This design comes from an exercise in tuning for small area and a short achievable clock period on the open sky130 flow, not from production work.
In this exercise RTL edits were held to simulation tests only and were not proved equivalent to the original.
Power is estimated from default activity; no workload was simulated.

$ cat flow/flow/run.sh
#!/bin/bash
# Standard layout run through standard.sh with extra ORFS settings; make output goes to standard_flow.log.
set -euo pipefail
bash standard.sh finish "SETUP_SLACK_MARGIN=6.5" "BUFFER_PORTS_ARGS=-buffer_cell sky130_fd_sc_hd__buf_2" "ABC_AREA=1" > standard_flow.log 2>&1
$ cat flow/standard.sh
#!/bin/bash
# synth_recipe.tcl (not shown) runs the flow's synth.tcl, then flattens the netlist and writes it again
# the make line also repeats each setting of config.mk as NAME=value (left out here)
make -C /OpenROAD-flow-scripts/flow DESIGN_CONFIG=/design/flow/config.mk WORK_HOME=/design/flow/orfs CLKGATE_MAP_FILE= SYNTH_SCRIPT=/design/flow/synth_recipe.tcl "${@:-finish}"
$ cat flow/config.mk
export PLATFORM = sky130hd
export DESIGN_NAME = pu_net
export DESIGN_NICKNAME = pu_net
export VERILOG_FILES = /design/flow/design.v
export SDC_FILE = /design/flow/constraint.sdc
export NUM_CORES = 4
export LEC_CHECK = 0
export CAP_MARGIN = 20
export CORE_MARGIN = 2
export CORE_UTILIZATION = 40
export SLEW_MARGIN = 20
$ cat flow/constraint.sdc
create_clock -name core_clock -period 10.0 [get_ports {clk}]
set_input_delay 2.0000 -clock core_clock [delete_from_list [all_inputs] [get_ports {clk}]]
set_output_delay 2.0000 -clock core_clock [all_outputs]
set_load 0.01 [all_outputs]
$ cat flow/design.v
`default_nettype none
package pu_bus_pkg;
    localparam int attr_width       = 4;  
    localparam int attr_invalid_bit = 0;  
    typedef logic [attr_width-1:0] attr_t;
endpackage
`default_nettype wire
`default_nettype none
package pu_ctrl_pkg;
    typedef enum logic [2:0] {
        src_none  = 3'd0,  
        src_ext   = 3'd1,  
        src_mult  = 3'd2,
        src_accum = 3'd3,
        src_fram  = 3'd4
    } src_e;
    typedef enum logic [2:0] {
        dst_none  = 3'd0,  
        dst_mult  = 3'd1,
        dst_accum = 3'd2,
        dst_fram  = 3'd3,
        dst_ext   = 3'd4   
    } dst_e;
    typedef struct packed {
        src_e       src;
        dst_e       dst;
        logic       sel;   
        logic [1:0] addr;  
        logic       last;  
    } instr_t;
    localparam logic [2:0] SRC_NONE  = 3'd0;
    localparam logic [2:0] SRC_EXT   = 3'd1;
    localparam logic [2:0] SRC_MULT  = 3'd2;
    localparam logic [2:0] SRC_ACCUM = 3'd3;
    localparam logic [2:0] SRC_FRAM  = 3'd4;
    localparam logic [2:0] DST_NONE  = 3'd0;
    localparam logic [2:0] DST_MULT  = 3'd1;
    localparam logic [2:0] DST_ACCUM = 3'd2;
    localparam logic [2:0] DST_FRAM  = 3'd3;
    localparam logic [2:0] DST_EXT   = 3'd4;
    localparam int instr_width = 10;  
endpackage
`default_nettype wire
`timescale 1ns/1ps
`default_nettype none
import pu_bus_pkg::*;
module pu_multiplier
#(
    parameter int DATA_WIDTH = 32
) (
    input  wire logic                  clk,
    input  wire logic                  rst,
    input  wire logic                  signal_wr,
    input  wire logic                  signal_sel,
    input  wire logic [DATA_WIDTH-1:0] bus_q_data,    
    input  wire logic [attr_width-1:0] bus_q_attr,
    input  wire logic                  signal_oe,
    output logic      [DATA_WIDTH-1:0] data_out,
    output logic [attr_width-1:0]      attr_out
);
    localparam int HALF = DATA_WIDTH / 2;
    localparam int NPP  = HALF / 2;
    logic            sel_q;        
    logic            capture;      
    logic            arg1_pend;    
    logic [NPP-1:0]  b_one, b_two, b_neg;
    logic            arg1_bad;
    logic            arg0_bad;
    logic            has_result;
    logic [DATA_WIDTH-1:0] res_s, res_c;
    logic            result_inv;
    logic [DATA_WIDTH-1:0] pp_s, pp_c;
    function automatic logic fits_half(input logic [DATA_WIDTH-1:0] value);
        logic [HALF:0] top;
        top = value[DATA_WIDTH-1:HALF-1];
        fits_half = (&top) || !(|top);
    endfunction
    always_ff @(posedge clk) begin
        if (rst) begin
            sel_q     <= 1'b0;
            capture   <= 1'b0;
            arg1_pend <= 1'b0;
        end else begin
            if (signal_wr) sel_q <= signal_sel;
            capture   <= signal_wr && !signal_sel && sel_q;  
            arg1_pend <= signal_wr && signal_sel;
        end
    end
    always_ff @(posedge clk) begin
        if (arg1_pend) begin
            for (int i = 0; i < NPP; i++) begin
                logic b2, b1, b0;
                b2 = bus_q_data[2*i+1];
                b1 = bus_q_data[2*i];
                b0 = (i == 0) ? 1'b0 : bus_q_data[2*i-1];
                b_one[i] <= b1 ^ b0;
                b_two[i] <= (b2 & !b1 & !b0) | (!b2 & b1 & b0);
                b_neg[i] <= b2;
            end
            arg1_bad <= bus_q_attr[attr_invalid_bit] || !fits_half(bus_q_data);
        end
    end
    assign arg0_bad = bus_q_attr[attr_invalid_bit] || !fits_half(bus_q_data);
    always_comb begin
        logic [DATA_WIDTH-1:0] row [NPP+1];
        logic [HALF-1:0]       a;
        logic [HALF:0]         m, x;
        logic [DATA_WIDTH-1:0] s1, c1, s2, c2, s3, c3, s4, c4, s5, c5, s6, c6;
        a = bus_q_data[HALF-1:0];
        row[NPP] = 32'haaab_0000;
        for (int i = 0; i < NPP; i++) begin
            m = ({(HALF+1){b_one[i]}} & {a[HALF-1], a}) | ({(HALF+1){b_two[i]}} & {a, 1'b0});
            x = m ^ {(HALF+1){b_neg[i]}};
            row[i] = DATA_WIDTH'({!x[HALF], x[HALF-1:0]}) << (2*i);
            row[NPP][2*i] = b_neg[i];
        end
        s1 = row[0] ^ row[1] ^ row[2];
        c1 = ((row[0] & row[1]) | (row[0] & row[2]) | (row[1] & row[2])) << 1;
        s2 = row[3] ^ row[4] ^ row[5];
        c2 = ((row[3] & row[4]) | (row[3] & row[5]) | (row[4] & row[5])) << 1;
        s3 = row[6] ^ row[7] ^ row[8];
        c3 = ((row[6] & row[7]) | (row[6] & row[8]) | (row[7] & row[8])) << 1;
        s4 = s1 ^ c1 ^ s2;
        c4 = ((s1 & c1) | (s1 & s2) | (c1 & s2)) << 1;
        s5 = c2 ^ s3 ^ c3;
        c5 = ((c2 & s3) | (c2 & c3) | (s3 & c3)) << 1;
        s6 = s4 ^ c4 ^ s5;
        c6 = ((s4 & c4) | (s4 & s5) | (c4 & s5)) << 1;
        pp_s = s6 ^ c6 ^ c5;
        pp_c = ((s6 & c6) | (s6 & c5) | (c6 & c5)) << 1;
    end
    always_ff @(posedge clk) begin
        if (rst) begin
            has_result <= 1'b0;
        end else if (capture) begin
            has_result <= 1'b1;
        end
    end
    always_ff @(posedge clk) begin
        if (capture) begin
            res_s      <= pp_s;
            res_c      <= pp_c;
            result_inv <= arg0_bad || arg1_bad;
        end
    end
    logic rd;
    assign rd       = signal_oe && has_result;
    assign data_out = rd ? res_s + res_c : '0;
    assign attr_out = rd ? {{(attr_width-1){1'b0}}, result_inv} : '0;
endmodule
`default_nettype wire
`timescale 1ns/1ps
`default_nettype none
import pu_bus_pkg::*;
module pu_accum
#(
    parameter int DATA_WIDTH = 32
) (
    input  wire logic                  clk,
    input  wire logic                  rst,
    input  wire logic                  signal_wr,
    input  wire logic                  signal_sel,
    input  wire logic [DATA_WIDTH-1:0] bus_q_data,    
    input  wire logic [attr_width-1:0] bus_q_attr,
    input  wire logic                  signal_oe,
    output logic      [DATA_WIDTH-1:0] data_out,
    output logic [attr_width-1:0]      attr_out
);
    logic [DATA_WIDTH-1:0] acc;
    logic                  acc_inv;
    logic                  pend_load, pend_add;
    logic [DATA_WIDTH-1:0] sum, acc_now;
    logic                  overflow, inv_now;
    assign sum = acc + bus_q_data;
    assign overflow = (acc[DATA_WIDTH-1] == bus_q_data[DATA_WIDTH-1])
                      && (sum[DATA_WIDTH-1] != acc[DATA_WIDTH-1]);
    always_comb begin
        if (pend_add) begin
            acc_now = sum;
            inv_now = acc_inv || overflow || bus_q_attr[attr_invalid_bit];
        end else if (pend_load) begin
            acc_now = bus_q_data;
            inv_now = bus_q_attr[attr_invalid_bit];
        end else begin
            acc_now = acc;
            inv_now = acc_inv;
        end
    end
    always_ff @(posedge clk) begin
        if (rst) begin
            acc       <= '0;
            acc_inv   <= 1'b0;
            pend_load <= 1'b0;
            pend_add  <= 1'b0;
        end else begin
            acc       <= acc_now;
            acc_inv   <= inv_now;
            pend_load <= signal_wr && !signal_sel;
            pend_add  <= signal_wr && signal_sel;
        end
    end
    assign data_out = signal_oe ? acc_now : '0;
    assign attr_out = signal_oe ? {{(attr_width-1){1'b0}}, inv_now} : '0;
endmodule
`default_nettype wire
`timescale 1ns/1ps
`default_nettype none
import pu_bus_pkg::*;
module pu_fram
#(
    parameter int DATA_WIDTH = 32
) (
    input  wire logic                  clk,
    input  wire logic                  rst,
    input  wire logic                  signal_wr,
    input  wire logic [1:0]            signal_addr,
    input  wire logic [DATA_WIDTH-1:0] data_in,
    input  wire logic [attr_width-1:0] attr_in,
    input  wire logic                  signal_oe,
    output logic      [DATA_WIDTH-1:0] data_out,
    output logic [attr_width-1:0]      attr_out
);
    logic [DATA_WIDTH-1:0] words [4];
    logic [attr_width-1:0] attrs [4];
    logic [3:0]            full;
    logic                  rd;
    for (genvar i = 0; i < 4; i++) begin : g_word
        always_ff @(posedge clk) begin
            if (signal_wr && (signal_addr == 2'(i))) begin
                words[i] <= data_in;
                attrs[i] <= attr_in;  
            end
        end
    end
    always_ff @(posedge clk) begin
        if (rst) begin
            full <= '0;
        end else if (signal_wr) begin
            full[signal_addr] <= 1'b1;
        end
    end
    assign rd       = signal_oe && full[signal_addr];
    assign data_out = rd ? words[signal_addr] : '0;
    assign attr_out = rd ? attrs[signal_addr] : '0;
endmodule
`default_nettype wire
`timescale 1ns/1ps
`default_nettype none
import pu_ctrl_pkg::*;
module pu_sequencer
#(
    parameter int PROG_DEPTH = 16
) (
    input  wire logic                          clk,
    input  wire logic                          rst,
    input  wire logic                          prog_we,
    input  wire logic [$clog2(PROG_DEPTH)-1:0] prog_addr,
    input  wire logic [instr_width-1:0]        prog_data,
    input  wire logic                          start,
    output logic                               s_ext,    
    output logic                               s_mult,
    output logic                               s_accum,
    output logic                               s_fram,
    output logic                               d_mult,
    output logic                               d_accum,
    output logic                               d_fram,
    output logic                               d_out,
    output logic                               sel,
    output logic [1:0]                         addr,
    output logic                               busy,
    output logic                               done
);
    localparam int PC_WIDTH = $clog2(PROG_DEPTH);
    logic [7:0]             prog_mem [PROG_DEPTH];
    logic [PC_WIDTH-1:0]    fa;       
    logic                   last;
    logic                   we_ok;
    logic                   fwd;
    logic                   go;
    logic [11:0]            dec_mem, dec_new, dec;
    assign we_ok = prog_we && !busy;
    always_ff @(posedge clk) begin
        if (we_ok) begin
            prog_mem[prog_addr] <= pack(prog_data);
        end
    end
    function automatic logic [7:0] pack(input logic [instr_width-1:0] w);
        logic [2:0] src, dst;
        logic       src_f, dst_f;
        logic [1:0] s2, d2, u, v;
        src   = w[9:7];
        dst   = w[6:4];
        src_f = (src == SRC_FRAM);
        dst_f = (dst == DST_FRAM);
        s2    = src[2] ? 2'd0 : src[1:0];
        d2    = {(dst == DST_ACCUM) || (dst == DST_EXT), (dst == DST_MULT) || (dst == DST_EXT)};
        u     = src_f ? d2 : s2;
        v     = (src_f || dst_f) ? w[2:1] : d2;
        pack  = {w[0], w[3], src_f, dst_f, u, v};
    endfunction
    function automatic logic [11:0] unpack(input logic [7:0] c);
        logic       src_f, dst_f;
        logic [1:0] u, v, d2;
        src_f  = c[5];
        dst_f  = c[4];
        u      = c[3:2];
        v      = c[1:0];
        d2     = src_f ? u : v;
        unpack = {!src_f && (u == 2'd1), !src_f && (u == 2'd2), !src_f && (u == 2'd3), src_f,
                  !dst_f && (d2 == 2'd1), !dst_f && (d2 == 2'd2), dst_f, !dst_f && (d2 == 2'd3),
                  c[6], v, c[7]};
    endfunction
    function automatic logic [11:0] decode(input logic [instr_width-1:0] w);
        logic [2:0] src, dst;
        src = w[9:7];
        dst = w[6:4];
        decode = {src == SRC_EXT, src == SRC_MULT, src == SRC_ACCUM, src == SRC_FRAM,
                  dst == DST_MULT, dst == DST_ACCUM, dst == DST_FRAM, dst == DST_EXT,
                  w[3], w[2:1], w[0]};
    endfunction
    assign fwd     = we_ok && (prog_addr == '0);
    assign dec_mem = unpack(prog_mem[fa]);
    assign dec_new = decode(prog_data);
    assign go      = busy ? !last : start;
    assign dec     = go ? (fwd ? dec_new : dec_mem) : '0;
    always_ff @(posedge clk) begin
        if (rst) begin
            busy <= 1'b0;
            done <= 1'b0;
            fa   <= '0;
            {s_ext, s_mult, s_accum, s_fram, d_mult, d_accum, d_fram, d_out,
             sel, addr, last} <= '0;
        end else begin
            busy <= go;
            done <= last;
            fa   <= go ? fa + 1'b1 : '0;
            {s_ext, s_mult, s_accum, s_fram, d_mult, d_accum, d_fram, d_out,
             sel, addr, last} <= dec;
        end
    end
endmodule
`default_nettype wire
`timescale 1ns/1ps
`default_nettype none
import pu_bus_pkg::*;
import pu_ctrl_pkg::*;
module pu_net
#(
    parameter int DATA_WIDTH = 32,
    parameter int PROG_DEPTH = 16
) (
    input  wire logic                          clk,
    input  wire logic                          rst,
    input  wire logic                          prog_we,
    input  wire logic [$clog2(PROG_DEPTH)-1:0] prog_addr,
    input  wire logic [instr_width-1:0]        prog_data,
    input  wire logic                          start,
    input  wire logic [DATA_WIDTH-1:0]         in_data,
    input  wire logic [attr_width-1:0]         in_attr,
    output logic                               in_take,
    output logic                               out_valid,
    output logic      [DATA_WIDTH-1:0]         out_data,
    output logic [attr_width-1:0]              out_attr,
    output logic                               busy,
    output logic                               done
);
    logic                  s_ext, s_mult, s_accum, s_fram;
    logic                  d_mult, d_accum, d_fram, d_out;
    logic                  sel;
    logic [1:0]            addr;
    logic [DATA_WIDTH-1:0] mult_data, accum_data, fram_data, bus_data;
    logic [attr_width-1:0] mult_attr, accum_attr, fram_attr, bus_attr;
    logic [DATA_WIDTH-1:0] bus_q_data;
    logic [attr_width-1:0] bus_q_attr;
    pu_sequencer #(
        .PROG_DEPTH(PROG_DEPTH)
    ) i_pu_sequencer (
        .clk, .rst, .prog_we, .prog_addr, .prog_data, .start,
        .s_ext, .s_mult, .s_accum, .s_fram, .d_mult, .d_accum, .d_fram, .d_out,
        .sel, .addr, .busy, .done
    );
    assign in_take = s_ext;
    assign bus_data = (s_ext ? in_data : '0) | mult_data | accum_data | fram_data;
    assign bus_attr = (s_ext ? in_attr : '0) | mult_attr | accum_attr | fram_attr;
    always_ff @(posedge clk) begin
        bus_q_data <= bus_data;
        bus_q_attr <= bus_attr;
    end
    assign out_data = bus_q_data;
    assign out_attr = bus_q_attr;
    always_ff @(posedge clk) begin
        if (rst) begin
            out_valid <= 1'b0;
        end else begin
            out_valid <= d_out;
        end
    end
    pu_multiplier #(.DATA_WIDTH(DATA_WIDTH)) i_pu_multiplier (
        .clk, .rst, .signal_wr(d_mult), .signal_sel(sel),
        .bus_q_data, .bus_q_attr, .signal_oe(s_mult),
        .data_out(mult_data), .attr_out(mult_attr)
    );
    pu_accum #(.DATA_WIDTH(DATA_WIDTH)) i_pu_accum (
        .clk, .rst, .signal_wr(d_accum), .signal_sel(sel),
        .bus_q_data, .bus_q_attr, .signal_oe(s_accum),
        .data_out(accum_data), .attr_out(accum_attr)
    );
    pu_fram #(.DATA_WIDTH(DATA_WIDTH)) i_pu_fram (
        .clk, .rst, .signal_wr(d_fram), .signal_addr(addr),
        .data_in(bus_data), .attr_in(bus_attr), .signal_oe(s_fram),
        .data_out(fram_data), .attr_out(fram_attr)
    );
endmodule
`default_nettype wire
==> results.json, run 1 <==
{
  "p_clk_frac": 0.426,
  "yosys_most_used_dff": "edfxtp_1",
  "maxSlewViolCount": 0,
  "gp_congestion": 0.925,
  "yosysUniqueCellTypes": 47,
  "cts_buffers": 49,
  "slew-limit-headroom": 0.259,
  "num_vias": 21500,
  "ctsHtreeMaxLevel": 2,
  "end_kind": "register",
  "whs_ns": 0.428,
  "rows": 94,
  "die_h_um": 261,
  "intPower_mw": 3.43,
  "finalSetupTns_ns": 0,
  "netlist_area_um2": 26400,
  "ys_ff_latch": 456,
  "required_ns": 10.34,
  "die_w_um": 261,
  "syn_nets": 3107,
  "grt_overflow": 0,
  "hold_buffers": 0,
  "fmax_mhz": 287,
  "clockRootBuffer": "clkbuf_16",
  "drcViolationCount": 0,
  "power_switching_mw": 1.17,
  "crit_slowest_cell": "fa_1",
  "maxCapViolations": 0,
  "wirelength_mm": 84.4,
  "pwr_density_cell_nw_per_um2": 151,
  "boundaryPins": 94,
  "detailed_place_hpwl_mm": 58.6,
  "startpoint": "i_pu_multiplier.b_one[3]",
  "crit_fanout": 7,
  "syn_inst": 2852,
  "cp_cell_sequence": "clkinvlp_4 > buf_12 > o22ai_1 > xor2_1 > fa_1 > inv_1 > fa_1 > inv_1 > fa_1 > inv_1 > fa_1",
  "synth_edf_count": 358,
  "tightest_slew_ns": 1.11,
  "swShare": 0.255,
  "period_share": 0.348,
  "viasPerCell": 5.53,
  "grt_setup_unrepaired": "true",
  "final_nets": 3241,
  "synthArstFlopShare": 0,
  "startpoint_type": "register",
  "first_iter_violations": 2019,
  "seqPwrFrac": 0.461,
  "hold_violations": 0,
  "portBuffers": 93,
  "min_from": "i_pu_sequencer.d_out",
  "grt_max_degree": 74,
  "hold_path_class": "reg -> reg",
  "clockBufferDepth": 3,
  "fp.coreArea_um2": 65600,
  "critical_path_arrival_ns": 3.82,
  "p_leak_nw": 12.5,
  "clock-sinks": 456,
  "critPathKind": "reg -> reg",
  "wl_per_cell_um": 21.7,
  "total_power_mw": 4.60,
  "drtAntennaViolNets": 0,
  "drt_first_pass_iters": 6,
  "worst_clock_skew_ns": 0.0334,
  "diodes": 0,
  "peakVddDrop_uv": 155,
  "clk_latency_ns": 0.63,
  "final_layout_size_suffix_gt1_frac": 0.125,
  "cts_tree": "built",
  "syn_area_per_cell_um2": 9.26,
  "period_needed_ns": 3.48,
  "start_util": 0.403,
  "grt_antenna_before_repair": 1,
  "yosysSeqAreaShare": 0.481,
  "status": "finished clean",
  "path_clk_slew_ns": 0.06,
  "cpPeakStageDelay_ns": 0.53,
  "nFillCells": 6135,
  "grt_pass1_wl_mm": 124,
  "comb_power_share": 0.113,
  "track_usage": 0.241,
  "rr_startpoint": "i_pu_multiplier.b_one[3]",
  "layout-area-overhead-vs-synth_pct": 15.3,
  "critPathTopFamily": "adder cells",
  "grt_pass1_vias": 20700,
  "crit_buf_inv": 5,
  "finalSetupViolCount": 0,
  "synth_warnings": 8,
  "path_common_cell": "fa_1",
  "dieArea_um2": 68100
}
cells in the mapped netlist, drive strengths merged (8+ instances only):
| master | count | area (um^2) |
|---|---|---|
| a21oi | 130 | 651 |
| nand3 | 144 | 721 |
| nor3 | 19 | 95.1 |
| o211ai | 47 | 358 |
| clkbuf | 64 | 241 |
| nand4 | 22 | 138 |
| a221oi | 24 | 216 |
| buf | 50 | 258 |
| dfxtp | 98 | 1960 |
| or2 | 11 | 68.8 |
| nand2 | 583 | 2190 |
| ha | 116 | 1450 |
| xor2 | 138 | 1210 |
| o221ai | 9 | 78.8 |
| nor2 | 303 | 1140 |
| o21a | 8 | 60.1 |
| inv | 305 | 1140 |
| o22ai | 121 | 757 |
| clkinv | 17 | 63.8 |
| xnor2 | 12 | 105 |
| nor4 | 9 | 56.3 |
| edfxtp | 358 | 10800 |
| fa | 85 | 1700 |
| o21ai | 139 | 699 |
sequential cells by signal, summed over array words and instances, names as in the netlist, 16 cells and up:
| name | count |
|---|---|
| i_pu_multiplier.res_c | 28 |
| i_pu_sequencer.prog_mem | 128 |
| i_pu_multiplier.res_s | 32 |
| i_pu_fram.words | 128 |
| bus_q_data | 32 |
| i_pu_accum.acc | 32 |
| i_pu_fram.attrs | 16 |
metrics by stage:
step	utilization	setup slack, ns	cells	area [um^2]
final	0.464	6.52	3891	30500
after global routing	0.464	6.45	3891	30500
after CTS	0.456	6.50	3846	29900
after detailed placement	0.423	5.86	3724	27700
after global placement	0.423	5.95	3722	27700
after floorplan	-	6.51	2852	26400
kinds of logic after synthesis:
logic type               synth area share
buffers and inverters              0.0646
AND/OR/NAND/NOR                     0.170
flip-flops                          0.481
AO/OA/AOI/OAI                       0.115
XOR/XNOR                           0.0497
adder cells (fa/ha/maj)             0.119
power by group through the flow:
| stage | clock [mW] | combinational (mW) | sequential (mW) |
|---|---|---|---|
| after floorplan | 0 | 0.332 | 2.15 |
| after global placement | 0 | 0.487 | 2.16 |
| after detailed placement | 0 | 0.510 | 2.16 |
| after CTS | 1.98 | 0.514 | 2.12 |
| after global routing | 2.05 | 0.589 | 2.12 |
| final | 1.96 | 0.522 | 2.12 |
routing by layer:
metal,track usage,vias up,wire length (um)
met4,0.0805,2,2830
met3,0.0384,157,6510
met5,0,-,10
li1,-,9973,-
met2,0.402,936,39600
met1,0.321,10500,35500
path summary, 6_finish.rpt:
kind                               end  slack [ns]  depth (start not counted)
max          i_pu_multiplier.res_s[11]        6.52                         11
min                          out_valid        0.43                          2
max reg2reg  i_pu_multiplier.res_s[11]        6.52                         11
min reg2reg                  out_valid        0.43                          2
worst min-delay path, cell delays in order, from the launching register on:
cell	delay [ns]
dfxtp_1	0.31
inv_1	0.05
nor2_1	0.03
what timing repair did:
item                       CTS  global route
buffers inserted            30            40
setup endpoints to repair   43            27
pin swaps                    0            15
gates cloned                 0             5
gates resized for setup     49            39
area by class of cell:
cell class	instances	area, um^2	area share
clock buffers	68	1430	0.0470
repair inverters	4	27.5	0.000904
flip-flops and latches	456	12700	0.418
repair buffers	193	1340	0.0439
inverters	322	1360	0.0447
clock inverters	24	334	0.0110
well taps	864	1080	0.0355
multi-input cells	1960	12200	0.399
layout by cell type, fill, tap and decap left out, types with 111 or more instances in the layout:
cell type,count
a21oi_1,130
edfxtp_1,358
ha_1,116
inv_1,274
nand2_1,583
nand3_1,144
nor2_1,296
o21ai_0,127
o22ai_1,111
xor2_1,135
==> run 2: changes to the inputs <==
==> flow/flow/run.sh (replaced) <==
#!/bin/bash
# Standard layout run through standard.sh with extra ORFS settings; make output goes to standard_flow.log.
set -euo pipefail
bash standard.sh finish "SETUP_SLACK_MARGIN=6.2" "BUFFER_PORTS_ARGS=-buffer_cell sky130_fd_sc_hd__buf_2" > standard_flow.log 2>&1
==> run 2 against run 1 <==
Clock skew increased by 0.032 ns. Clock power shrank 4%. Register-to-register slack got worse by 0.18 ns. Still clean. Critical path type is now in -> reg. Core utilization shrank 0.92 points. Highest routed layer is now met4. Via count is 21% lower.
==> results.json, run 2 <==
{
  "clockRootBuffer": "clkbuf_16",
  "yosysUniqueCellTypes": 81,
  "grt_pass1_wl_mm": 104,
  "dieArea_um2": 65700,
  "period_share": 0.369,
  "hold_buffers": 0,
  "clockBufferDepth": 3,
  "fmax_mhz": 271,
  "path_clk_slew_ns": 0.07,
  "path_common_cell": "or3_1",
  "synth_area_leader_cell": "edfxtp_1",
  "startpoint_type": "primary input",
  "critPathKind": "in -> reg",
  "grt_overflow": 0,
  "synth_warnings": 8,
  "clk_latency_ns": 0.65,
  "cp_cell_sequence": "buf_2 > nand2b_1 > or3_1 > or3_1 > inv_1 > nor3_1 > nor2b_1 > a32o_1",
  "rows": 92,
  "pwr_density_cell_nw_per_um2": 153,
  "final_layout_size_suffix_gt1_frac": 0.167,
  "yosysSeqAreaShare": 0.499,
  "whs_ns": 0.432,
  "grt_pass1_vias": 17000,
  "peakVddDrop_uv": 139,
  "yosys_most_used_dff": "edfxtp_1",
  "viasPerCell": 5.75,
  "worst_clock_skew_ns": 0.0658,
  "cpPeakStageDelay_ns": 0.57,
  "layout-area-overhead-vs-synth_pct": 12.6,
  "nFillCells": 5727,
  "period_needed_ns": 3.69,
  "synthArstFlopShare": 0,
  "status": "finished clean",
  "crit_fanout": 18,
  "first_iter_violations": 1782,
  "portBuffers": 93,
  "yosys.area_share.simple": 0.0653,
  "wl_per_cell_um": 23.1,
  "synth_fa_ha_area_frac": 0.124,
  "syn_inst": 2000,
  "final_nets": 2315,
  "finalSetupViolCount": 0,
  "ctsHtreeMaxLevel": 2,
  "r2r_slack_ns": 6.34,
  "syn_area_per_cell_um2": 12.7,
  "tightest_slew_ns": 1.08,
  "gp_congestion": 0.868,
  "p_leak_nw": 10.5,
  "synth_edf_count": 358,
  "slew-limit-headroom": 0.278,
  "crit_slowest_cell": "inv_1",
  "muxShareOfSynthArea": 0.0837,
  "hold_violations": 0,
  "clock-sinks": 456,
  "die_w_um": 256,
  "diodes": 0,
  "die_h_um": 256,
  "critical_path_arrival_ns": 4.23,
  "detailed_place_hpwl_mm": 45.1,
  "maxSlewViolCount": 0,
  "synth_area_leaders": "edfxtp_1, dfxtp_1, fa_1",
  "wirelength_mm": 68.1,
  "synthTopCellsByCount": "edfxtp_1, a22oi_1, xor2_1",
  "yosysMostFrequentCell": "edfxtp_1",
  "boundaryPins": 94,
  "synth_xor_area_frac": 0.0674,
  "grt_antenna_before_repair": 0,
  "mostFrequentLayoutCells": "edfxtp_1, a22oi_1, xor2_1",
  "cts_buffers": 51,
  "synth-compound-area-share": 0.125,
  "fp.coreArea_um2": 63100,
  "drt_first_pass_iters": 6,
  "synth_top_family_by_area": "compound AO/OA/AOI/OAI gates",
  "maxCapViolations": 0,
  "ys_ff_latch": 456,
  "drcViolationCount": 0,
  "num_vias": 16900,
  "grt_max_degree": 60,
  "critPathTopFamily": "simple AND/OR/NAND/NOR gates",
  "hold_path_class": "reg -> reg",
  "cts_tree": "built",
  "drtAntennaViolNets": 0,
  "syn_nets": 2255,
  "grt_setup_unrepaired": "false",
  "end_kind": "register",
  "track_usage": 0.205,
  "crit_buf_inv": 2,
  "largestRegisters": "i_pu_fram.words: 128 flops, i_pu_sequencer.prog_mem: 128 flops",
  "final_common_cell": "edfxtp_1",
  "synth_top_area_share": 0.422,
  "netlist_area_um2": 25500,
  "required_ns": 10.53,
  "finalSetupTns_ns": 0,
  "start_util": 0.404
}
## run 2: cell type report
cell class | instances | area [um^2] | area share
Sequential cell | 456 | 12700 | 0.444
Multi-Input combinational cell | 1305 | 11900 | 0.415
Clock buffer | 69 | 1440 | 0.0501
Tap cell | 846 | 1060 | 0.0369
Timing Repair Buffer | 144 | 886 | 0.0309
Inverter | 102 | 384 | 0.0134
Clock inverter | 25 | 284 | 0.00990
## run 2: worst min-delay path, delay by kind of cell, from the launching register on
family	cells	cell delay, ns
and+or+nand+nor	2	0.10
DFF	1	0.31
## run 2: metrics by stage
stage / std cells / setup WS [ns] / power (mW) / instance area [um^2] / util
CTS: 2922 / 6.24 / 4.42 / 28500 / 0.451
detailed placement: 2828 / 5.67 / 2.53 / 26700 / 0.424
floorplan: 2000 / 6.23 / 2.40 / 25500 / -
global placement: 2828 / 5.74 / 2.52 / 26700 / 0.423
global route: 2947 / 6.16 / 4.54 / 28700 / 0.455
finish: 2947 / 6.31 / 4.38 / 28700 / 0.455
## run 2: what timing repair did
action	4_1_cts	5_1_grt
buffers inserted	0	25
gates resized for setup	10	3
setup endpoints to repair	39	21
pin swaps	0	1
## run 2: power by group
part	internal, mW	total (mW)	switching, mW
Combinational	0.162	0.378	0.216
Sequential	2.08	2.11	0.0252
Clock	1.10	1.89	0.797
## run 2: logic make-up after synthesis
kind of cell	count (synthesis)
fa+ha+maj	201
buf+inv	239
flops	456
compound gates	444
xor+xnor	196
simple gates	345
mux	119
## run 2: worst paths after layout
check,to,startpoint,cells past startpoint
worst max-delay path,i_pu_sequencer.d_out,prog_we,8
worst min-delay path,i_pu_multiplier.capture,i_pu_multiplier.sel_q,2
worst max register to register,i_pu_multiplier.res_s[11],i_pu_multiplier.b_one[3],9
worst min register to register,i_pu_multiplier.capture,i_pu_multiplier.sel_q,2
## run 2: layer usage
layer,routed length [um],track usage,vias to the layer above,share of wire
met1,29800,0.287,8528,0.44
met4,1600,0.0599,0,0.023
li1,-,-,7639,-
met2,31900,0.327,652,0.47
met5,0,0,-,0
met3,4770,0.0349,114,0.070
==> run 3: changes to the inputs <==
==> flow/flow/run.sh (replaced) <==
#!/bin/bash
# Standard layout run through standard.sh with extra ORFS settings; make output goes to standard_flow.log.
set -euo pipefail
bash standard.sh finish "SETUP_SLACK_MARGIN=6.8" "BUFFER_PORTS_ARGS=-buffer_cell sky130_fd_sc_hd__buf_2" "TNS_END_PERCENT=0" > standard_flow.log 2>&1
==> run 3 against run 2 <==
Power up 0.99%. Area after synthesis unchanged. Fmax up 9.5%. Hold slack better by 0.025 ns. Via count up 3.5%. Non-clock buffer count up 49. Still clean on timing, DRC and antenna. Clock power about the same. Critical endpoint is now i_pu_multiplier.res_s[13]. Core utilization up 1.6 points. Design area up 3.5%. Highest routed layer unchanged.
==> results.json, run 3 <==
{
  "clk_latency_ns": 0.62,
  "period_needed_ns": 3.37,
  "detailed_place_hpwl_mm": 44.8,
  "synth_edf_count": 358,
  "synth_warnings": 8,
  "ctsHtreeMaxLevel": 2,
  "cp_cell_sequence": "buf_6 > a22oi_2 > xnor2_2 > fa_1 > inv_1 > fa_1 > inv_1 > fa_1 > fa_1",
  "start_util": 0.404,
  "rows": 92,
  "hold_violations": 0,
  "synthArstFlopShare": 0,
  "syn_area_per_cell_um2": 12.7,
  "place_ws_ns": 5.70,
  "finalSetupTns_ns": 0,
  "top_usage_layer": "met2",
  "status": "finished clean",
  "num_vias": 17500,
  "syn_inst": 2000,
  "clock-sinks": 456,
  "worst_slack_ns": 6.63,
  "drtAntennaViolNets": 0,
  "clockRootBuffer": "clkbuf_16",
  "cts_buffers": 50,
  "rr_startpoint": "i_pu_multiplier.b_one[5]",
  "maxCapViolations": 0,
  "maxSlewViolCount": 0,
  "boundaryPins": 94,
  "power_switching_mw": 1.03,
  "p_clk_frac": 0.435,
  "comb_power_share": 0.089,
  "yosys_most_used_dff": "edfxtp_1",
  "final_common_cell": "edfxtp_1",
  "track_usage": 0.212,
  "cts_tree": "built",
  "grtUsageMet1": 0.287,
  "crit_slowest_cell": "fa_1",
  "wirelength_mm": 70.5,
  "finalSetupViolCount": 0,
  "p_leak_nw": 10.9,
  "grt_setup_unrepaired": "true",
  "yosysMostFrequentCell": "edfxtp_1",
  "portBuffers": 93,
  "grt_max_degree": 61,
  "seqPwrFrac": 0.476,
  "intPower_mw": 3.39,
  "largestRegisters": "i_pu_fram.words: 128 flops, i_pu_sequencer.prog_mem: 128 flops",
  "required_ns": 10.35,
  "wl_per_cell_um": 23.5,
  "period_share": 0.337,
  "tightest_slew_ns": 1.08,
  "r2r_end": "i_pu_multiplier.res_s[13]",
  "synthTopCellsByCount": "edfxtp_1, a22oi_1, xor2_1",
  "synth_top_area_share": 0.422,
  "worst_clock_skew_ns": 0.0382,
  "peakVddDrop_uv": 140,
  "hold_path_class": "reg -> reg",
  "synth_area_leader_cell": "edfxtp_1",
  "startpoint_type": "register",
  "gp_congestion": 0.935,
  "synth_area_leaders": "edfxtp_1, dfxtp_1, fa_1",
  "first_iter_violations": 1686,
  "startpoint": "i_pu_multiplier.b_one[5]",
  "diodes": 0,
  "critPathKind": "reg -> reg",
  "slew-limit-headroom": 0.276,
  "ys_ff_latch": 456,
  "netlist_area_um2": 25500,
  "crit_buf_inv": 3,
  "path_common_cell": "fa_1",
  "dieArea_um2": 65700,
  "fin_cells": 2996,
  "critPathTopFamily": "adder cells",
  "die_w_um": 256,
  "r2r_slack_ns": 6.63,
  "yosysUniqueCellTypes": 81,
  "syn_nets": 2255,
  "mostFrequentLayoutCells": "edfxtp_1, a22oi_1, xor2_1",
  "swShare": 0.233,
  "viasPerCell": 5.85,
  "layout-area-overhead-vs-synth_pct": 16.5,
  "cp_num_cells": 9,
  "final_layout_size_suffix_gt1_frac": 0.201,
  "cpPeakStageDelay_ns": 0.55,
  "grt_pass1_vias": 18000,
  "fp.coreArea_um2": 63100,
  "dpl.cell_count": 2827,
  "grt_pass1_wl_mm": 107,
  "die_h_um": 256,
  "cp-endpoint": "i_pu_multiplier.res_s[13]",
  "yosysSeqAreaShare": 0.499,
  "path_clk_slew_ns": 0.06,
  "grt_antenna_before_repair": 1,
  "r2r_cells": 9,
  "grtUsageMet3": 0.0357,
  "clockBufferDepth": 3,
  "fmax_mhz": 296,
  "final_nets": 2363,
  "crit_fanout": 4,
  "critical_path_arrival_ns": 3.73,
  "pwr_density_cell_nw_per_um2": 149,
  "end_kind": "register",
  "drt_first_pass_iters": 6,
  "grtUsageMet2": 0.346,
  "drcViolationCount": 0,
  "grt_overflow": 0
}
==> run 3: routing by layer <==
metal  share of wire  vias up
met5               0        -
met4           0.032        0
met3           0.074      131
met2            0.47      744
met1            0.42     8892
li1                -     7758
==> run 3: power by group through the flow <==
stage / logic (mW) / clock network [mW] / registers [mW]
after floorplan: 0.265 / 0 / 2.13
after global placement: 0.363 / 0 / 2.15
after CTS: 0.398 / 1.96 / 2.10
final: 0.394 / 1.92 / 2.10
after detailed placement: 0.374 / 0 / 2.15
after global routing: 0.443 / 2.03 / 2.11
==> run 3: through the flow <==
stage / utilization / hold WS [ns] / power, mW / area (um^2)
finish: 0.471 / 0.457 / 4.42 / 29700
global route: 0.471 / 0.480 / 4.58 / 29700
floorplan: - / 0.414 / 2.40 / 25500
CTS: 0.467 / 0.466 / 4.46 / 29400
detailed placement: 0.423 / 0.422 / 2.53 / 26700
global placement: 0.423 / 0.419 / 2.51 / 26700
==> run 3: layout make-up <==
cell class / instances / area, um^2
Clock inverter: 28 / 407
Multi-Input combinational cell: 1305 / 12100
Clock buffer: 66 / 1340
Sequential cell: 456 / 12800
Timing Repair Buffer: 193 / 1650
Inverter: 102 / 392
Fill cell: 5670 / 33400
Tap cell: 846 / 1060
==> run 3: how the worst min path moves through the flow <==
stage / startpoint / endpoint / cells past startpoint
6_report: i_pu_multiplier.sel_q / i_pu_multiplier.capture / 2
5_1_grt: i_pu_multiplier.sel_q / i_pu_multiplier.capture / 2
4_1_cts: i_pu_multiplier.sel_q / i_pu_multiplier.capture / 2
3_3_place_gp: i_pu_multiplier.sel_q / i_pu_multiplier.capture / 2
2_1_floorplan: i_pu_multiplier.sel_q / i_pu_multiplier.capture / 2
3_5_place_dp: i_pu_multiplier.sel_q / i_pu_multiplier.capture / 2
==> run 3: kinds of logic (layout without fill, tap and decap cells) <==
group,Yosys count,in the layout,share of synthesized area
AO/OA/AOI/OAI,444,444,0.125
XOR/XNOR,196,196,0.0674
adder cells (fa/ha/maj),201,201,0.124
buffers and inverters,239,389,0.0363
flip-flops,456,456,0.499
multiplexers,119,119,0.0837
AND/OR/NAND/NOR,345,345,0.0653
==> run 3: worst register-to-register path: stages (launching register included) <==
cell	delay (ns)
edfxtp_1	0.50
buf_6	0.17
a22oi_2	0.19
xnor2_2	0.10
fa_1	0.55
inv_1	0.08
fa_1	0.53
inv_1	0.05
fa_1	0.52
fa_1	0.42
==> run 3: what timing repair did <==
action / 4_1_cts / 5_1_grt
setup buffers: 64 / 7
cloned: 2 / 0
resized for setup: 54 / 30
setup endpoints to repair: 232 / 208
pin swaps: 3 / 28
hold buffers: 0 / 0
==> run 4: changes to the inputs <==
==> flow/flow/run.sh (replaced) <==
#!/bin/bash
# Standard layout run through standard.sh with extra ORFS settings; make output goes to standard_flow.log.
set -euo pipefail
bash standard.sh finish "SETUP_SLACK_MARGIN=6.5" "BUFFER_PORTS_ARGS=-buffer_cell sky130_fd_sc_hd__buf_2" "CTS_CLUSTER_DIAMETER=100" "CTS_CLUSTER_SIZE=30" > standard_flow.log 2>&1
==> run 4 against run 3 <==
Sequential share of layout area increased by 1.8 points. Area after synthesis unchanged. Register-to-register slack lost 0.05 ns. Power fell by 17%. Largest cell class unchanged. Synthesized cell count is the same. Critical path depth shrank 8. Hold slack lost 0.018 ns. Setup slack lost 0.074 ns. Final cell count shrank 1.8%.
==> results.json, run 4 <==
{
  "status": "finished clean",
  "synthTopCellsByCount": "edfxtp_1, a22oi_1, xor2_1",
  "crit_slowest_cell": "dfxtp_4",
  "synth_top_family_by_area": "compound AO/OA/AOI/OAI gates",
  "final_layout_size_suffix_gt1_frac": 0.178,
  "ctsHtreeMaxLevel": 1,
  "yosysUniqueCellTypes": 81,
  "clock-sinks": 456,
  "period_share": 0.345,
  "cpPeakStageDelay_ns": 0.60,
  "synth_edf_count": 358,
  "grt_pass1_wl_mm": 103,
  "grt_pass1_vias": 17100,
  "maxCapViolations": 0,
  "synth_xor_area_frac": 0.0674,
  "multi_input_area_um2": 12000,
  "drcViolationCount": 0,
  "wl_per_cell_um": 22.9,
  "portBuffers": 93,
  "crit_fanout": 25,
  "end_kind": "output pin",
  "diodes": 0,
  "drtAntennaViolNets": 0,
  "mostFrequentLayoutCells": "edfxtp_1, a22oi_1, ha_1",
  "critPathTopFamily": "flip-flops",
  "wirelength_mm": 67.5,
  "worst_clock_skew_ns": 0.0387,
  "yosys.area_share.simple": 0.0653,
  "start_util": 0.404,
  "grt_overflow": 0,
  "critPathKind": "reg -> out",
  "slew-limit-headroom": 0.218,
  "num_vias": 16800,
  "dpl.cell_count": 2832,
  "clockRootBuffer": "clkbuf_16",
  "tightest_slew_ns": 1.17,
  "hold_buffers": 0,
  "synth_area_leader_cell": "edfxtp_1",
  "fp.coreArea_um2": 63100,
  "critical_path_arrival_ns": 1.45,
  "yosysSeqAreaShare": 0.499,
  "grtUsageMet1": 0.281,
  "clk_latency_ns": 0.61,
  "die_w_um": 256,
  "peakVddDrop_uv": 149,
  "synth_area_leaders": "edfxtp_1, dfxtp_1, fa_1",
  "netlist_area_um2": 25500,
  "synthArstFlopShare": 0,
  "first_iter_violations": 1731,
  "detailed_place_hpwl_mm": 44.8,
  "pwr_density_cell_nw_per_um2": 128,
  "required_ns": 8.00,
  "ys_ff_latch": 456,
  "fin_cells": 2943,
  "yosysMostFrequentCell": "edfxtp_1",
  "synth_fa_ha_area_frac": 0.124,
  "path_clk_slew_ns": 0.12,
  "die_h_um": 256,
  "crit_buf_inv": 1,
  "grt_antenna_before_repair": 0,
  "viasPerCell": 5.72,
  "rows": 92,
  "largestRegisters": "i_pu_fram.words: 128 flops, i_pu_sequencer.prog_mem: 128 flops",
  "p_leak_nw": 10.4,
  "fmax_mhz": 290,
  "nFillCells": 5772,
  "syn_nets": 2255,
  "hold_violations": 0,
  "grtUsageMet3": 0.0309,
  "maxSlewViolCount": 0,
  "regArea_um2": 12800,
  "startpoint_type": "register",
  "synth_warnings": 8,
  "dieArea_um2": 65700,
  "clockBufferDepth": 3,
  "grt_setup_unrepaired": "false",
  "syn_area_per_cell_um2": 12.7,
  "cp_cell_sequence": "buf_2",
  "boundaryPins": 94,
  "gp_congestion": 0.887,
  "synth_top_area_share": 0.422,
  "grt_max_degree": 60,
  "muxShareOfSynthArea": 0.0837,
  "cts_buffers": 23,
  "grtUsageMet2": 0.326,
  "top_usage_layer": "met2",
  "final_common_cell": "edfxtp_1",
  "period_needed_ns": 3.45,
  "layout-area-overhead-vs-synth_pct": 11.6,
  "drt_first_pass_iters": 8,
  "whs_ns": 0.439,
  "hold_path_class": "reg -> reg",
  "yosys_most_used_dff": "edfxtp_1",
  "final_nets": 2335,
  "synth-compound-area-share": 0.125,
  "track_usage": 0.200,
  "syn_inst": 2000,
  "cts_tree": "built",
  "finalSetupTns_ns": 0,
  "finalSetupViolCount": 0
}
-- run 4: cell types whose count changed in the layout (fill, tap and decap cells not counted), sizes merged, moves of 2 or more --
cell      delta
clkbuf      -37
clkinv       -9
bufinv       -7
inv          +6
clkinvlp     -5
bufbuf       -2
-- run 4: per-stage QoR --
stage / utilization / instance area (um^2) / power [mW] / worst slack, ns
detailed placement: 0.424 / 26700 / 2.53 / 5.69
floorplan: - / 25500 / 2.40 / 6.51
finish: 0.451 / 28400 / 3.65 / 6.55
global placement: 0.424 / 26700 / 2.52 / 5.72
global route: 0.451 / 28400 / 3.80 / 6.48
CTS: 0.444 / 28000 / 3.69 / 6.50
-- run 4: path summary, 6_finish.rpt --
path | start | to | slack [ns] | cells after the start
setup / recovery | bus_q_data[9] | out_data[9] | 6.55 | 1
hold / removal | i_pu_multiplier.sel_q | i_pu_multiplier.capture | 0.44 | 2
setup reg to reg | i_pu_multiplier.res_c[12] | i_pu_fram.words[1][31] | 6.58 | 10
hold reg to reg | i_pu_multiplier.sel_q | i_pu_multiplier.capture | 0.44 | 2
-- run 4: layout make-up --
class	count	share of cell area
flip-flops and latches	456	0.448
multi-input cells	1306	0.422
repair buffers	191	0.0504
well taps	846	0.0372
clock buffers	29	0.0218
inverters	102	0.0138
clock inverters	13	0.00664
-- run 4: what timing repair did --
item,4_1_cts,5_1_grt
pin swaps,2,10
cloned,0,1
resized for setup,34,19
setup endpoints to repair,135,117
setup buffers,33,35
endpoints found under the hold margin,0,0
-- run 4: power by group --
group	internal (mW)	switching, mW	leakage, nW
Sequential	2.08	0.0187	4.13
Clock	0.482	0.683	0.390
Combinational	0.166	0.223	5.83
-- run 4: logic make-up (layout without fill, tap and decap cells) --
family / after synthesis / in the layout
flip-flops: 456 / 456
AND/OR/NAND/NOR: 345 / 346
AO/OA/AOI/OAI: 444 / 444
adder cells (fa/ha/maj): 201 / 201
buffers and inverters: 239 / 335
XOR/XNOR: 196 / 196
multiplexers: 119 / 119
-- run 4: layer usage --
layer,vias to the layer above,part of all wire
met5,-,0
met4,0,0.022
met3,84,0.064
met2,564,0.47
met1,8507,0.44
li1,7665,-
==> run 5: changes to the inputs <==
==> flow/flow/run.sh (replaced) <==
#!/bin/bash
# Standard layout run through standard.sh with extra ORFS settings; make output goes to standard_flow.log.
set -euo pipefail
bash standard.sh finish "SETUP_SLACK_MARGIN=7.1" "BUFFER_PORTS_ARGS=-buffer_cell sky130_fd_sc_hd__buf_2" "TNS_END_PERCENT=0" "CTS_CLUSTER_DIAMETER=100" "CTS_CLUSTER_SIZE=30" > standard_flow.log 2>&1
==> run 5 against run 4 <==
Power shrank 0.74%. Setup slack improved by 0.16 ns. Clock power fell by 4%. Register-to-register slack gained 0.13 ns. Sequential share of layout area decreased by 1.5 points. Routed wire length is 4.9% higher. Flip-flop and latch count did not move. Core utilization rose by 1.7 points. Synthesized cell count is the same. Clock skew grew 0.0040 ns. Critical endpoint is now i_pu_sequencer.d_out.
==> results.json, run 5 <==
{
  "cts_buffers": 22,
  "critical_path_arrival_ns": 3.78,
  "synthArstFlopShare": 0,
  "status": "finished clean",
  "clockBufferDepth": 3,
  "final_common_cell": "edfxtp_1",
  "fmax_mhz": 304,
  "wirelength_mm": 70.8,
  "boundaryPins": 94,
  "grt_max_degree": 63,
  "dr.max_layer_used": "met4",
  "drtAntennaViolNets": 0,
  "rr_startpoint": "i_pu_multiplier.b_one[4]",
  "drt_first_pass_iters": 6,
  "nFillCells": 5701,
  "slew-limit-headroom": 0.319,
  "end_kind": "register",
  "diodes": 0,
  "p_leak_nw": 10.8,
  "track_usage": 0.211,
  "maxCapViolations": 0,
  "wl_met3_mm": 4.76,
  "r2r_slack_ns": 6.71,
  "synth_edf_count": 358,
  "final_nets": 2394,
  "viasPerCell": 5.81,
  "fp.coreArea_um2": 63100,
  "yosysUniqueCellTypes": 81,
  "met2_length_mm": 33.5,
  "tightest_slew_ns": 1.02,
  "hold_violations": 0,
  "gp_congestion": 0.897,
  "period_share": 0.329,
  "clockRootBuffer": "clkbuf_16",
  "maxSlewViolCount": 0,
  "dieArea_um2": 65700,
  "crit_fanout": 11,
  "portBuffers": 93,
  "synthTopCellsByCount": "edfxtp_1, a22oi_1, xor2_1",
  "startpoint": "prog_we",
  "grt_pass1_vias": 17400,
  "clk_latency_ns": 0.60,
  "grt_pass1_wl_mm": 107,
  "grt_setup_unrepaired": "true",
  "ctsHtreeMaxLevel": 1,
  "yosysSeqAreaShare": 0.499,
  "clock-sinks": 456,
  "synth_warnings": 8,
  "r2r_end": "i_pu_multiplier.res_s[11]",
  "synth_area_leaders": "edfxtp_1, dfxtp_1, fa_1",
  "syn_area_per_cell_um2": 12.7,
  "synth_area_leader_cell": "edfxtp_1",
  "period_needed_ns": 3.29,
  "hold_path_class": "reg -> reg",
  "num_vias": 17400,
  "syn_nets": 2255,
  "peakVddDrop_uv": 153,
  "final_layout_size_suffix_gt1_frac": 0.223,
  "path_clk_slew_ns": 0.11,
  "ys_ff_latch": 456,
  "wl_per_cell_um": 23.6,
  "total_power_mw": 3.63,
  "syn_inst": 2000,
  "worst_clock_skew_ns": 0.0428,
  "drcViolationCount": 0,
  "die_w_um": 256,
  "layout-area-overhead-vs-synth_pct": 15.7,
  "yosys_most_used_dff": "edfxtp_1",
  "netlist_area_um2": 25500,
  "m1WireLength_mm": 30.6,
  "r2r_cells": 10,
  "detailed_place_hpwl_mm": 44.9,
  "synth_top_area_share": 0.422,
  "rows": 92,
  "finalSetupViolCount": 0,
  "pwr_density_cell_nw_per_um2": 123,
  "die_h_um": 256,
  "startpoint_type": "primary input",
  "finalSetupTns_ns": 0,
  "critPathKind": "in -> reg",
  "hold_buffers": 0,
  "cts_tree": "built",
  "mostFrequentLayoutCells": "edfxtp_1, ha_1, buf_4",
  "cp-endpoint": "i_pu_sequencer.d_out",
  "yosysMostFrequentCell": "edfxtp_1",
  "grt_antenna_before_repair": 0,
  "largestRegisters": "i_pu_fram.words: 128 flops, i_pu_sequencer.prog_mem: 128 flops",
  "start_util": 0.404,
  "required_ns": 10.49,
  "first_iter_violations": 1614,
  "grt_overflow": 0
}
==> run 5: worst min-delay path by stage <==
stage | endpoint | startpoint | cells past startpoint
floorplan | i_pu_multiplier.capture | i_pu_multiplier.sel_q | 2
global placement | i_pu_multiplier.capture | i_pu_multiplier.sel_q | 2
detailed placement | i_pu_multiplier.capture | i_pu_multiplier.sel_q | 2
CTS | i_pu_multiplier.capture | i_pu_multiplier.sel_q | 2
global route | out_valid | i_pu_sequencer.d_out | 1
finish | i_pu_multiplier.capture | i_pu_multiplier.sel_q | 2
==> run 5: stage by stage <==
| stage | cell area [um^2] | std cells | setup slack, ns | hold WS (ns) | util |
|---|---|---|---|---|---|
| after global placement | 26700 | 2831 | 5.76 | 0.419 | 0.424 |
| after global routing | 29500 | 3001 | 6.62 | 0.487 | 0.468 |
| final | 29500 | 3001 | 6.71 | 0.459 | 0.468 |
| after CTS | 29200 | 2992 | 6.71 | 0.462 | 0.463 |
| after floorplan | 25500 | 2000 | 6.61 | 0.414 | - |
| after detailed placement | 26700 | 2832 | 5.73 | 0.420 | 0.424 |
==> run 5: repair_timing <==
item	in CTS	in global routing
resized for setup	99	43
setup endpoints to repair	401	420
setup buffers	111	9
gates cloned	9	0
pin swaps	24	47
endpoints found under the hold margin	0	0
==> run 5: logic make-up (layout without fill, tap and decap cells) <==
group                      count (synthesis)  after routing  synth area share
and+or+nand+nor                          345            346            0.0653
buffers and inverters                    239            393            0.0363
muxes                                    119            119            0.0837
AOI/OAI and AO/OA                        444            444             0.125
adders and majority gates                201            201             0.124
DFF                                      456            456             0.499
xor gates and xnor gates                 196            196            0.0674
==> run 5: worst max-delay path, cell delays in order <==
cell and delay [ns]:
buf_2 0.11, nand2b_1 0.09, or3_4 0.35, or3_1 0.56, clkinvlp_4 0.21, nor3_1 0.07
nor2b_1 0.17, a32o_1 0.21
==> run 5: report_power, final <==
| part | switching (mW) | leakage [nW] | total [mW] | internal [mW] |
|---|---|---|---|---|
| registers | 0.0159 | 4.14 | 2.09 | 2.08 |
| logic | 0.234 | 6.29 | 0.416 | 0.182 |
| clock network | 0.650 | 0.366 | 1.12 | 0.466 |
| total | 0.900 | 10.8 | 3.63 | 2.73 |
==> run 5: area by class of cell <==
cell class              instances  area (um^2)  share of cell area
clock inverters                 9          139             0.00471
clock buffers                  31          614              0.0208
well taps                     846         1060              0.0359
repair buffers                251         2260              0.0767
flip-flops and latches        456        12800               0.433
inverters                     102          392              0.0133
multi-input cells            1306        12200               0.415
==> run 5: per-layer routing <==
layer	vias up	track usage
li1	7795	-
met2	633	0.343
met4	0	0.0572
met3	108	0.0277
met5	-	0
met1	8887	0.299
==> run 6: changes to the inputs <==
==> flow/flow/run.sh (replaced) <==
#!/bin/bash
# Standard layout run through standard.sh with extra ORFS settings; make output goes to standard_flow.log.
set -euo pipefail
bash standard.sh finish "SETUP_SLACK_MARGIN=6.8" "BUFFER_PORTS_ARGS=-buffer_cell sky130_fd_sc_hd__buf_2" "TNS_END_PERCENT=0" "CTS_CLUSTER_DIAMETER=100" "CTS_CLUSTER_SIZE=30" "CORE_UTILIZATION=60" > standard_flow.log 2>&1
==> run 6 against run 5 <==
Routed wire length up 2.1%. Setup slack worse by 0.076 ns. Global-route usage up 9.7 points. Sequential share of layout area up 0.94 points. Area after synthesis unchanged. Final cell count down 11%. Core utilization up 22 points. Combinational power up 2%. Critical path type is now reg -> reg. Largest power group unchanged. Highest routed layer unchanged.
==> results.json, run 6 <==
{
  "status": "finished clean",
  "clock-sinks": 456,
  "synthTopCellsByCount": "edfxtp_1, a22oi_1, xor2_1",
  "critPathKind": "reg -> reg",
  "total_power_mw": 3.53,
  "detailed_place_hpwl_mm": 46.0,
  "regArea_um2": 12800,
  "path_clk_slew_ns": 0.11,
  "peakVddDrop_uv": 200,
  "seqPwrFrac": 0.593,
  "synth_warnings": 8,
  "synth_area_leaders": "edfxtp_1, dfxtp_1, fa_1",
  "hold_buffers": 0,
  "nFillCells": 3026,
  "largestRegisters": "i_pu_fram.words: 128 flops, i_pu_sequencer.prog_mem: 128 flops",
  "portBuffers": 93,
  "worst_slack_ns": 6.63,
  "pwr_density_cell_nw_per_um2": 122,
  "crit_fanout": 11,
  "maxCapViolations": 0,
  "period_needed_ns": 3.37,
  "clockBufferDepth": 3,
  "grt_pass1_wl_mm": 103,
  "comb_power_share": 0.120,
  "viasPerCell": 6.56,
  "start_util": 0.608,
  "finalSetupViolCount": 0,
  "swShare": 0.247,
  "layout-area-overhead-vs-synth_pct": 13.2,
  "wl_per_cell_um": 26.9,
  "final_layout_size_suffix_gt1_frac": 0.213,
  "grt_max_degree": 61,
  "hold_path_class": "reg -> reg",
  "grt_overflow": 0,
  "cts_tree": "built",
  "yosys_most_used_dff": "edfxtp_1",
  "synth_top_area_share": 0.422,
  "crit_slowest_cell": "fa_2",
  "drt_first_pass_iters": 8,
  "whs_ns": 0.445,
  "period_share": 0.337,
  "dieArea_um2": 44100,
  "path_common_cell": "a21oi_2",
  "drtAntennaViolNets": 0,
  "clockRootBuffer": "clkbuf_16",
  "p_clk_frac": 0.287,
  "ctsHtreeMaxLevel": 1,
  "critPathTopFamily": "compound AO/OA/AOI/OAI gates",
  "maxSlewViolCount": 0,
  "crit_buf_inv": 1,
  "drcViolationCount": 0,
  "finalSetupTns_ns": 0,
  "worst_clock_skew_ns": 0.0333,
  "required_ns": 10.27,
  "synth_edf_count": 358,
  "grt_antenna_before_repair": 3,
  "power_switching_mw": 0.872,
  "end_kind": "register",
  "place_ws_ns": 5.71,
  "netlist_area_um2": 25500,
  "fmax_mhz": 297,
  "syn_inst": 2000,
  "grt_setup_unrepaired": "true",
  "slew-limit-headroom": 0.231,
  "intPower_mw": 2.66,
  "tightest_slew_ns": 1.15,
  "grt_pass1_vias": 16900,
  "die_w_um": 210,
  "die_h_um": 210,
  "boundaryPins": 94,
  "syn_nets": 2255,
  "yosysUniqueCellTypes": 81,
  "wirelength_mm": 72.3,
  "synth_area_leader_cell": "edfxtp_1",
  "gp_congestion": 0.911,
  "yosysMostFrequentCell": "edfxtp_1",
  "p_leak_nw": 10.6,
  "rows": 75,
  "design_area_um2": 28800,
  "critical_path_arrival_ns": 3.63,
  "hold_violations": 0,
  "clk_latency_ns": 0.59,
  "yosysSeqAreaShare": 0.499,
  "track_usage": 0.308,
  "cp_cell_sequence": "buf_12 > ha_2 > fa_2 > a21oi_2 > o21ai_1 > a21oi_2 > o211ai_1 > a211o_1 > a31oi_2 > xor2_1 > o221ai_2",
  "first_iter_violations": 1888,
  "final_common_cell": "edfxtp_1",
  "ys_ff_latch": 456,
  "cts_buffers": 20,
  "num_vias": 17600,
  "startpoint_type": "register",
  "multi_input_area_um2": 12200,
  "syn_area_per_cell_um2": 12.7,
  "cpPeakStageDelay_ns": 0.42,
  "synthArstFlopShare": 0,
  "final_nets": 2384,
  "mostFrequentLayoutCells": "edfxtp_1, xor2_1, ha_1",
  "fp.coreArea_um2": 41900,
  "place_area_um2": 26400
}
-- run 6: changes by cell type in the layout (fill, tap and decap cells not counted), sizes merged --
| cell | previous run | this run |
|---|---|---|
| inv | 105 | 101 |
| nor3b | 8 | 7 |
| clkbuf | 31 | 43 |
| buf | 243 | 232 |
| bufbuf | 8 | 0 |
| diode | 0 | 1 |
-- run 6: final cells by class --
cell class | instances | area share
diodes | 1 | 0.0000867
clock buffers | 31 | 0.0188
clock inverters | 5 | 0.00325
inverters | 102 | 0.0136
multi-input cells | 1305 | 0.422
flip-flops and latches | 456 | 0.443
well taps | 539 | 0.0234
repair buffers | 244 | 0.0762
-- run 6: worst min-delay path, cell delays in order, from the launching register on --
cell and delay [ns]:
dfxtp_1 0.33, nand2_1 0.05, nor3_1 0.04
-- run 6: repair_timing --
item / 4_1_cts / 5_1_grt
cloned: 0 / 12
endpoints found under the setup margin: 216 / 233
buffers inserted: 58 / 48
resized for setup: 36 / 111
pin swaps: 4 / 49
-- run 6: power by group through the flow --
stage	logic [mW]	registers [mW]	clock network [mW]
after floorplan	0.265	2.13	0
after global placement	0.379	2.14	0
after global routing	0.469	2.10	1.09
after detailed placement	0.392	2.14	0
final	0.423	2.10	1.01
after CTS	0.400	2.10	1.03
-- run 6: metrics by stage --
step / utilization / std cells
floorplan: - / 2000
global placement: 0.629 / 2528
detailed placement: 0.629 / 2528
CTS: 0.660 / 2622
global route: 0.688 / 2682
finish: 0.688 / 2683
-- run 6: per-layer routing --
metal  share of wire  GRT usage
met5               0          0
met4           0.042      0.110
met3           0.086     0.0399
met2            0.47      0.498
met1            0.40      0.435
-- run 6: cell families (layout without fill, tap and decap cells) --
family / count (synthesis) / in the layout / synth area share
flops: 456 / 456 / 0.499
compound gates: 444 / 444 / 0.125
simple gates: 345 / 345 / 0.0653
other cells: 0 / 1 / 0
xor+xnor: 196 / 196 / 0.0674
buf+inv: 239 / 382 / 0.0363
mux: 119 / 119 / 0.0837
fa+ha+maj: 201 / 201 / 0.124
-- run 6: worst paths after layout --
| kind | startpoint | endpoint | slack, ns | depth (start not counted) |
|---|---|---|---|---|
| worst max-delay path | bus_q_data[0] | i_pu_fram.words[1][30] | 6.63 | 11 |
| worst min-delay path | i_pu_multiplier.sel_q | i_pu_multiplier.capture | 0.45 | 2 |
| worst max register to register | bus_q_data[0] | i_pu_fram.words[1][30] | 6.63 | 11 |
| worst min register to register | i_pu_multiplier.sel_q | i_pu_multiplier.capture | 0.45 | 2 |
==> run 7: changes to the inputs <==
==> flow/flow/run.sh (replaced) <==
#!/bin/bash
# Standard layout run through standard.sh with extra ORFS settings; make output goes to standard_flow.log.
set -euo pipefail
bash standard.sh finish "SETUP_SLACK_MARGIN=6.8" "BUFFER_PORTS_ARGS=-buffer_cell sky130_fd_sc_hd__buf_2" "TNS_END_PERCENT=0" "CTS_CLUSTER_DIAMETER=100" "CTS_CLUSTER_SIZE=30" "CAP_MARGIN=5" "SLEW_MARGIN=5" > standard_flow.log 2>&1
==> run 7 against run 6 <==
Flip-flop and latch count is the same. Hold slack worse by 0.0034 ns. Final cell count is 10% higher. Die area rose by 49%. Combinational power down 7.1%.
==> results.json, run 7 <==
{
  "synth_warnings": 8,
  "seqPwrFrac": 0.576,
  "ctsHtreeMaxLevel": 1,
  "synth_top_area_share": 0.422,
  "place_area_um2": 26700,
  "wl_per_cell_um": 23.7,
  "start_util": 0.404,
  "critPathTopFamily": "adder cells",
  "final_nets": 2346,
  "mostFrequentLayoutCells": "edfxtp_1, xor2_1, ha_1",
  "drtAntennaViolNets": 0,
  "intPower_mw": 2.72,
  "ys_ff_latch": 456,
  "hold_depth": 2,
  "clock-sinks": 456,
  "pwr_density_cell_nw_per_um2": 127,
  "finalSetupTns_ns": 0,
  "hold_path_class": "reg -> reg",
  "grt_overflow": 0,
  "swShare": 0.254,
  "die_w_um": 256,
  "fp.coreArea_um2": 63100,
  "cp_cell_sequence": "buf_12 > a22oi_1 > xor2_1 > fa_1 > fa_1 > fa_1 > inv_1 > fa_1",
  "cp_num_cells": 8,
  "maxCapViolations": 0,
  "drt_first_pass_iters": 7,
  "clockRootBuffer": "clkbuf_16",
  "syn_inst": 2000,
  "finalSetupViolCount": 0,
  "boundaryPins": 94,
  "required_ns": 10.33,
  "hold_violations": 0,
  "synth_area_leaders": "edfxtp_1, dfxtp_1, fa_1",
  "slew-limit-headroom": 0.204,
  "cts_tree": "built",
  "detailed_place_hpwl_mm": 44.8,
  "final_common_cell": "edfxtp_1",
  "comb_power_share": 0.108,
  "fmax_mhz": 297,
  "fin_cells": 2954,
  "grt_pass1_vias": 17600,
  "rows": 92,
  "diodes": 0,
  "worst_slack_ns": 6.63,
  "status": "finished clean",
  "tightest_slew_ns": 1.19,
  "wirelength_mm": 70.0,
  "path_common_cell": "fa_1",
  "num_vias": 17400,
  "r2r_slack_ns": 6.63,
  "cts_buffers": 23,
  "worst_clock_skew_ns": 0.0458,
  "yosysUniqueCellTypes": 81,
  "syn_nets": 2255,
  "dpl.cell_count": 2827,
  "portBuffers": 93,
  "clockBufferDepth": 3,
  "grt_antenna_before_repair": 1,
  "clk_latency_ns": 0.61,
  "maxSlewViolCount": 0,
  "largestRegisters": "i_pu_fram.words: 128 flops, i_pu_sequencer.prog_mem: 128 flops",
  "power_switching_mw": 0.928,
  "r2r_cells": 8,
  "synth_edf_count": 358,
  "synthTopCellsByCount": "edfxtp_1, a22oi_1, xor2_1",
  "path_clk_slew_ns": 0.12,
  "p_clk_frac": 0.317,
  "design_area_um2": 28700,
  "cpPeakStageDelay_ns": 0.52,
  "die_h_um": 256,
  "crit_fanout": 7,
  "grt_pass1_wl_mm": 106,
  "dieArea_um2": 65700,
  "p_leak_nw": 10.4,
  "critPathKind": "reg -> reg",
  "period_share": 0.337,
  "crit_slowest_cell": "edfxtp_1",
  "peakVddDrop_uv": 139,
  "yosysSeqAreaShare": 0.499,
  "startpoint_type": "register",
  "end_kind": "register",
  "final_layout_size_suffix_gt1_frac": 0.192,
  "place_ws_ns": 5.71,
  "track_usage": 0.208,
  "gp_congestion": 0.935,
  "grt_setup_unrepaired": "true",
  "whs_ns": 0.442,
  "netlist_area_um2": 25500,
  "crit_buf_inv": 2,
  "drcViolationCount": 0,
  "period_needed_ns": 3.37,
  "synth_area_leader_cell": "edfxtp_1",
  "synthArstFlopShare": 0,
  "grt_max_degree": 61,
  "yosys_most_used_dff": "edfxtp_1",
  "viasPerCell": 5.88,
  "first_iter_violations": 1648,
  "critical_path_arrival_ns": 3.71,
  "syn_area_per_cell_um2": 12.7,
  "layout-area-overhead-vs-synth_pct": 12.6,
  "yosysMostFrequentCell": "edfxtp_1",
  "hold_buffers": 0
}
run 7: power by group through the flow:
stage / logic [mW] / clock network [mW] / registers (mW)
2_1_floorplan: 0.265 / 0 / 2.13
3_3_place_gp: 0.363 / 0 / 2.15
3_5_place_dp: 0.375 / 0 / 2.15
4_1_cts: 0.394 / 1.18 / 2.10
5_1_grt: 0.441 / 1.24 / 2.10
6_report: 0.393 / 1.16 / 2.10
run 7: final cells by class:
class | instances | area, um^2
Inverter | 102 | 392
Clock inverter | 12 | 168
Timing Repair Buffer | 203 | 1610
Clock buffer | 30 | 612
Tap cell | 846 | 1060
Sequential cell | 456 | 12800
Fill cell | 5794 | 34400
Multi-Input combinational cell | 1305 | 12100
run 7: cells by family (layout without fill, tap and decap cells):
kind of cell,Yosys count,count (layout),synth area share
AO/OA/AOI/OAI,444,444,0.125
XOR/XNOR,196,196,0.0674
adder cells (fa/ha/maj),201,201,0.124
buffers and inverters,239,347,0.0363
flip-flops,456,456,0.499
multiplexers,119,119,0.0837
AND/OR/NAND/NOR,345,345,0.0653
run 7: routing by layer:
layer  vias up  track usage  share of wire
li1       7692            -              -
met1      8822        0.286           0.42
met2       742        0.342           0.47
met3       113       0.0328          0.079
met4         0       0.0594          0.030
met5         -            0              0
run 7: tightest hold or removal path, cell delays in order (launching register included):
cell and delay (ns):
dfxtp_1 0.33, nand2_1 0.05, nor3_1 0.04
run 7: timing repair:
action | CTS | global route
gates cloned | 0 | 1
pin swaps | 2 | 34
gates resized for setup | 44 | 45
setup endpoints to repair | 235 | 213
setup buffers | 71 | 13
run 7: path summary, 6_finish.rpt:
check,from,end
setup / recovery,i_pu_multiplier.b_two[5],i_pu_multiplier.res_s[17]
setup reg to reg,i_pu_multiplier.b_two[5],i_pu_multiplier.res_s[17]
hold / removal,i_pu_multiplier.sel_q,i_pu_multiplier.capture
hold reg to reg,i_pu_multiplier.sel_q,i_pu_multiplier.capture
run 7: per-stage QoR:
| step | util | total power, mW |
|---|---|---|
| after floorplan | - | 2.40 |
| after global routing | 0.455 | 3.79 |
| after detailed placement | 0.423 | 2.53 |
| after CTS | 0.449 | 3.68 |
| final | 0.455 | 3.65 |
| after global placement | 0.423 | 2.51 |

static timing again, ports no longer ideal:
No port has a modelled driver above. Below, the same layouts with a new extraction and two added sets of constraints. Step 1 sets driving cells, clkbuf_16 on the clock port and buf_2 on the other inputs (assumed; they add their load-dependent delay and slew). Step 2 times the ports against the registers' clock, not the clock port: input delays grow and output delays shrink by t, the midpoint of the rising clock arrivals with the driver on. Slacks: no drivers / after step 1 / after step 2; pairs: no drivers / after step 1.
| run | t, ns | slack for setup (ns) | clock arrival spread, ns |
|---|---|---|---|
| run 1 | 0.671 | 6.518 / 6.518 / 6.095 | 0.035 / 0.035 |
| run 2 | 0.677 | 6.306 / 6.272 / 5.664 | 0.066 / 0.066 |
| run 3 | 0.661 | 6.627 / 6.571 / 6.046 | 0.040 / 0.039 |
| run 4 | 0.653 | 6.553 / 6.491 / 6.137 | 0.043 / 0.043 |
| run 5 | 0.639 | 6.708 / 6.672 / 6.083 | 0.043 / 0.043 |
| run 6 | 0.632 | 6.633 / 6.603 / 6.153 | 0.034 / 0.034 |
| run 7 | 0.645 | 6.629 / 6.579 / 6.193 | 0.046 / 0.046 |
After both steps every run listed still meets setup and hold. The setup slack of run 2, which loses most, moves by -0.034 ns with the drivers and by -0.642 ns with both steps.
